This design comes from an exercise in tuning for small area, a short achievable clock period and few clock cycles per item on the open sky130 flow, not from production work.
In this exercise RTL edits were held to simulation tests only and were not proved equivalent to the original.
Power and IR drop assume default switching activity.

==> flow/design.v <==
`default_nettype none
package fetch_pkg;
	localparam int ADDR_WIDTH = 32;
	localparam int BUS_WIDTH = 64;
	localparam int INSN_WIDTH = 32;
	localparam int INSNS_PER_WORD = BUS_WIDTH / INSN_WIDTH;
	localparam int WORD_LSB = 3;
	localparam int FETCH_LIMIT = 8;
	localparam int LGFIFO = 3;
	localparam int LGDEPTH = LGFIFO + 4;
	typedef logic [ADDR_WIDTH-1:0] addr_t;
	typedef logic [BUS_WIDTH-1:0] bus_word_t;
	typedef logic [INSN_WIDTH-1:0] insn_t;
	typedef logic [LGDEPTH:0] depth_t;
	typedef logic [LGDEPTH-1:0] fill_t;
	typedef enum logic [1:0] {
		RESP_OKAY   = 2'b00,
		RESP_EXOKAY = 2'b01,
		RESP_SLVERR = 2'b10,
		RESP_DECERR = 2'b11
	} axi_resp_e;
endpackage
`default_nettype wire
`default_nettype none
module axil_fetch #(
	parameter int K = 3
) (
	input  logic S_AXI_ACLK,
	input  logic fifo_reset,
	input  logic i_new_pc,
	input  fetch_pkg::addr_t i_pc,
	input  logic i_ready,
	output fetch_pkg::insn_t o_insn,
	output fetch_pkg::addr_t o_pc,
	output logic o_valid,
	output logic o_illegal,
	output logic M_AXI_ARVALID,
	input  logic M_AXI_ARREADY,
	output fetch_pkg::addr_t M_AXI_ARADDR,
	input  logic M_AXI_RVALID,
	output logic M_AXI_RREADY,
	input  fetch_pkg::bus_word_t M_AXI_RDATA,
	input  logic [1:0] M_AXI_RRESP
);
	localparam int CW = $clog2(K + 1);
	logic active;
	logic [31:3] rq_addr;
	logic stale_hold;
	logic arv_ok, arv_spec;
	logic [3:0] inflight, inflight_n;
	logic [3:0] drop, drop_n;
	logic drop_zero, drop_zero_n;
	logic [CW-1:0] used, used_n;
	logic [63:0] buf_data [K];
	logic buf_err [K];
	logic [K-1:0] wr_oh, rd_oh, wr_oh_n, rd_oh_n;
	logic [CW-1:0] fcount, fcount_n;
	logic [K-1:0] wsel;
	logic acc, acc_live, acc_stale, ar_held;
	logic keep, fempty, nl, can_take;
	logic take, load, avail, free, pop, push;
	logic o_valid_n, o_illegal_n, spec_n;
	logic room_n, full_n, choke_n;
	logic src_err;
	logic [31:0] lane;
	assign M_AXI_RREADY = 1'b1;
	assign M_AXI_ARADDR = { rq_addr, 3'b000 };
	assign fempty = (fcount == 0);
	assign nl = o_pc[2] ^ o_valid;
	assign can_take = o_valid && !o_illegal;
	assign take = can_take && i_ready;
	assign load = !o_valid || take;
	assign keep = M_AXI_RVALID && drop_zero;
	assign avail = !fempty || keep;
	assign free = load && avail && nl;
	assign pop = load && nl && !fempty;
	assign push = keep && !(fempty && load && nl);
	always_comb
	begin
		lane = '0;
		src_err = fempty && M_AXI_RRESP[1];
		if (fempty && !nl)
			lane = lane | M_AXI_RDATA[31:0];
		if (fempty && nl)
			lane = lane | M_AXI_RDATA[63:32];
		for (int i = 0; i < K; i++)
		begin
			if (!fempty && rd_oh[i] && !nl)
				lane = lane | buf_data[i][31:0];
			if (!fempty && rd_oh[i] && nl)
				lane = lane | buf_data[i][63:32];
			if (!fempty && rd_oh[i])
				src_err = src_err | buf_err[i];
		end
	end
	assign M_AXI_ARVALID = arv_ok || (arv_spec && i_ready);
	assign acc = M_AXI_ARVALID && M_AXI_ARREADY;
	assign acc_stale = acc && (stale_hold || i_new_pc);
	assign acc_live = acc && !acc_stale;
	assign ar_held = M_AXI_ARVALID && !M_AXI_ARREADY;
	always_ff @(posedge S_AXI_ACLK)
	begin
		if (i_new_pc && !ar_held)
			rq_addr <= i_pc[31:3];
		else if (acc)
			rq_addr <= stale_hold ? o_pc[31:3] : rq_addr + 1'b1;
	end
	logic [3:0] inflight_up, inflight_dn, drop_up, drop_dn;
	logic [CW-1:0] used_up, used_dn, fcount_up, fcount_dn;
	logic [K-1:0] wr_rot, rd_rot;
	logic rv_stale;
	assign inflight_up = inflight + 1'b1;
	assign inflight_dn = inflight - 1'b1;
	assign drop_up = drop + 1'b1;
	assign drop_dn = drop - 1'b1;
	assign used_up = used + 1'b1;
	assign used_dn = used - 1'b1;
	assign fcount_up = fcount + 1'b1;
	assign fcount_dn = fcount - 1'b1;
	assign wr_rot = { wr_oh[K-2:0], wr_oh[K-1] };
	assign rd_rot = { rd_oh[K-2:0], rd_oh[K-1] };
	assign rv_stale = M_AXI_RVALID && !drop_zero;
	always_comb
	begin
		case ({ acc, M_AXI_RVALID })
		2'b10: inflight_n = inflight_up;
		2'b01: inflight_n = inflight_dn;
		default: inflight_n = inflight;
		endcase
		if (i_new_pc)
		begin
			drop_n = inflight_n;
			drop_zero_n = (inflight == 0 && acc == M_AXI_RVALID)
				|| (inflight == 1 && !acc && M_AXI_RVALID);
		end
		else
		begin
			case ({ acc_stale, rv_stale })
			2'b10: drop_n = drop_up;
			2'b01: drop_n = drop_dn;
			default: drop_n = drop;
			endcase
			drop_zero_n = !acc_stale && (drop_zero || (drop == 1 && M_AXI_RVALID));
		end
		case ({ acc_live, free })
		2'b10: used_n = used_up;
		2'b01: used_n = used_dn;
		default: used_n = used;
		endcase
		if (i_new_pc)
			used_n = '0;
		case ({ push, pop })
		2'b10: fcount_n = fcount_up;
		2'b01: fcount_n = fcount_dn;
		default: fcount_n = fcount;
		endcase
		wr_oh_n = push ? wr_rot : wr_oh;
		rd_oh_n = pop ? rd_rot : rd_oh;
		if (i_new_pc)
		begin
			fcount_n = '0;
			wr_oh_n = K'(1);
			rd_oh_n = K'(1);
		end
		if (i_new_pc)
		begin
			o_valid_n = 1'b0;
			o_illegal_n = 1'b0;
		end
		else
		begin
			o_valid_n = load ? avail : o_valid;
			o_illegal_n = load ? (avail && src_err) : o_illegal;
		end
		spec_n = !i_new_pc && (!fempty || keep)
			&& (load ? (!nl && !src_err) : (!o_illegal && nl));
		if (i_new_pc)
		begin
			room_n = 1'b1;
			full_n = 1'b0;
		end
		else if (acc_live && !free)
		begin
			room_n = (used < CW'(K - 1));
			full_n = (used == CW'(K - 1));
		end
		else if (free && !acc_live)
		begin
			room_n = 1'b1;
			full_n = 1'b0;
		end
		else
		begin
			room_n = (used < CW'(K));
			full_n = (used == CW'(K));
		end
		if (i_new_pc)
		begin
			if (acc && !M_AXI_RVALID)
				choke_n = inflight_up[3];
			else if (!acc && M_AXI_RVALID)
				choke_n = inflight_dn[3];
			else
				choke_n = inflight[3];
		end
		else
		begin
			if (acc_stale && !rv_stale)
				choke_n = drop_up[3];
			else if (!acc_stale && rv_stale)
				choke_n = drop_dn[3];
			else
				choke_n = drop[3];
		end
	end
	always_ff @(posedge S_AXI_ACLK)
	begin
		if (fifo_reset)
		begin
			inflight <= '0;
			drop <= '0;
			drop_zero <= 1'b1;
			used <= '0;
			active <= 1'b0;
			stale_hold <= 1'b0;
			arv_ok <= 1'b0;
			arv_spec <= 1'b0;
			wr_oh <= K'(1);
			rd_oh <= K'(1);
			fcount <= '0;
			wsel <= K'(1);
			o_valid <= 1'b0;
			o_illegal <= 1'b0;
		end
		else
		begin
			inflight <= inflight_n;
			drop <= drop_n;
			drop_zero <= drop_zero_n;
			used <= used_n;
			if (i_new_pc)
				active <= 1'b1;
			if (i_new_pc)
				stale_hold <= ar_held;
			else if (acc)
				stale_hold <= 1'b0;
			arv_ok <= ar_held || ((active || i_new_pc) && !choke_n && room_n);
			arv_spec <= !ar_held && (active || i_new_pc) && !choke_n && full_n
				&& spec_n;
			wr_oh <= wr_oh_n;
			rd_oh <= rd_oh_n;
			fcount <= fcount_n;
			wsel <= drop_zero_n ? wr_oh_n : '0;
			o_valid <= o_valid_n;
			o_illegal <= o_illegal_n;
		end
	end
	always_ff @(posedge S_AXI_ACLK)
	begin
		for (int i = 0; i < K; i++)
		begin
			if (M_AXI_RVALID && wsel[i])
			begin
				buf_data[i] <= M_AXI_RDATA;
				buf_err[i] <= M_AXI_RRESP[1];
			end
		end
	end
	always_ff @(posedge S_AXI_ACLK)
	begin
		if (load)
			o_insn <= { lane[7:0], lane[15:8], lane[23:16], lane[31:24] };
	end
	always_ff @(posedge S_AXI_ACLK)
	begin
		if (i_new_pc)
			o_pc <= i_pc;
		else if (take)
			o_pc <= { o_pc[31:2] + 1'b1, 2'b00 };
	end
endmodule
`default_nettype wire
==> flow/config.mk <==
export PLATFORM = sky130hd
export DESIGN_NAME = axil_fetch
export DESIGN_NICKNAME = axil_fetch
export VERILOG_FILES = /design/flow/design.v
export SDC_FILE = /design/flow/constraint.sdc
export NUM_CORES = 4
export LEC_CHECK = 0
export ABC_AREA = 1
export CAP_MARGIN = 20
export CORE_MARGIN = 2
export CORE_UTILIZATION = 40
export SETUP_SLACK_MARGIN = 2.0
export SLEW_MARGIN = 20
==> flow/constraint.sdc <==
create_clock -name core_clock -period 4.0 [get_ports {S_AXI_ACLK}]
set_input_delay 0.8000 -clock core_clock [delete_from_list [all_inputs] [get_ports {S_AXI_ACLK}]]
set_output_delay 0.8000 -clock core_clock [all_outputs]
set_load 0.01 [all_outputs]
standard.sh (not shown) runs the stock make flow with config.mk's settings and CLKGATE_MAP_FILE= SYNTH_SCRIPT=/design/flow/synth_recipe.tcl, a recipe that flattens the netlist after the stock synthesis.
==> flow/flow/run.sh <==
#!/bin/bash
set -euo pipefail
bash standard.sh "BUFFER_PORTS_ARGS=-buffer_cell sky130_fd_sc_hd__buf_1" \
	"CTS_ARGS=-sink_clustering_enable -repair_clock_nets -dont_use_dummy_load -sink_clustering_size 20 -sink_clustering_max_diameter 40 -sink_clustering_buffer sky130_fd_sc_hd__clkbuf_8" \
	finish > standard_flow.log 2>&1
Testbench counts at the start, summed over its fixed seeds: cycles 70,312, insns 52,201.
==> next run, changes <==
==> flow/flow/run.sh (replaced) <==
#!/bin/bash
set -euo pipefail
bash standard.sh "BUFFER_PORTS_ARGS=-buffer_cell sky130_fd_sc_hd__buf_1" \
	"CTS_ARGS=-sink_clustering_enable -repair_clock_nets -dont_use_dummy_load -sink_clustering_size 30 -sink_clustering_max_diameter 60" \
	finish > standard_flow.log 2>&1
- ABC_AREA: 1 -> not set
- SETUP_SLACK_MARGIN: 2.0 -> 1.6
Effect:
- global-route usage falls by 2.6 points
- combinational power falls by about 10%
- area after synthesis falls by about 3%
- via count falls by about 11%
- final area falls by about 7%
- count of clock-buffer cells in the layout falls by 14
- sequential power hardly moves
- final cell count falls by 17%
==> next run, changes <==
==> flow/flow/run.sh (replaced) <==
#!/bin/bash
set -euo pipefail
bash standard.sh "BUFFER_PORTS_ARGS=-buffer_cell sky130_fd_sc_hd__buf_1" finish > standard_flow.log 2>&1
- CORE_UTILIZATION: 40 -> 60
- CTS_CLUSTER_DIAMETER: not set -> 50
- CTS_CLUSTER_SIZE: not set -> 30
- SETUP_SLACK_MARGIN: 1.6 -> 2.0
Outcome: The new run went through all stages and came out clean; routed wire length goes up by 2.8%; final cell count falls by 1.6%; core utilization rises by 30 points; die area came out lower by 33%; worst hold slack got worse by 0.023 ns.

[separate check: timing with driven ports]
Ports are ideal in the flow. The routed layouts listed here were re-timed in OpenROAD.
Step 1 sets driving cells, clkbuf_16 on the clock port and buf_2 on the other inputs (assumed; they add their load-dependent delay and slew).
Step 2, shift: input delay + t, output delay - t, t = (earliest + latest rising clock arrival at the registers) / 2. This alone moves slack from input paths to output paths.
Three values: no drivers, after step 1, after step 2; two values: the first two.
| run | t (ns) | setup WS [ns] | worst hold slack (ns) | worst data-port slew with drivers (ns) |
|---|---|---|---|---|
| the first run | 0.538 | 1.916 / 1.867 / 1.524 | 0.449 / 0.449 / 0.449 | 0.08 |
| the second run | 0.597 | 1.740 / 1.740 / 1.216 | 0.491 / 0.465 / 0.500 | 0.09 |
| the third run | 0.618 | 1.945 / 1.897 / 1.460 | 0.468 / 0.443 / 0.501 | 0.09 |
After both steps every run listed still meets setup and hold. For the second run, which loses most, drivers alone change the setup slack by 0.000 ns; drivers and shift together by -0.524 ns.
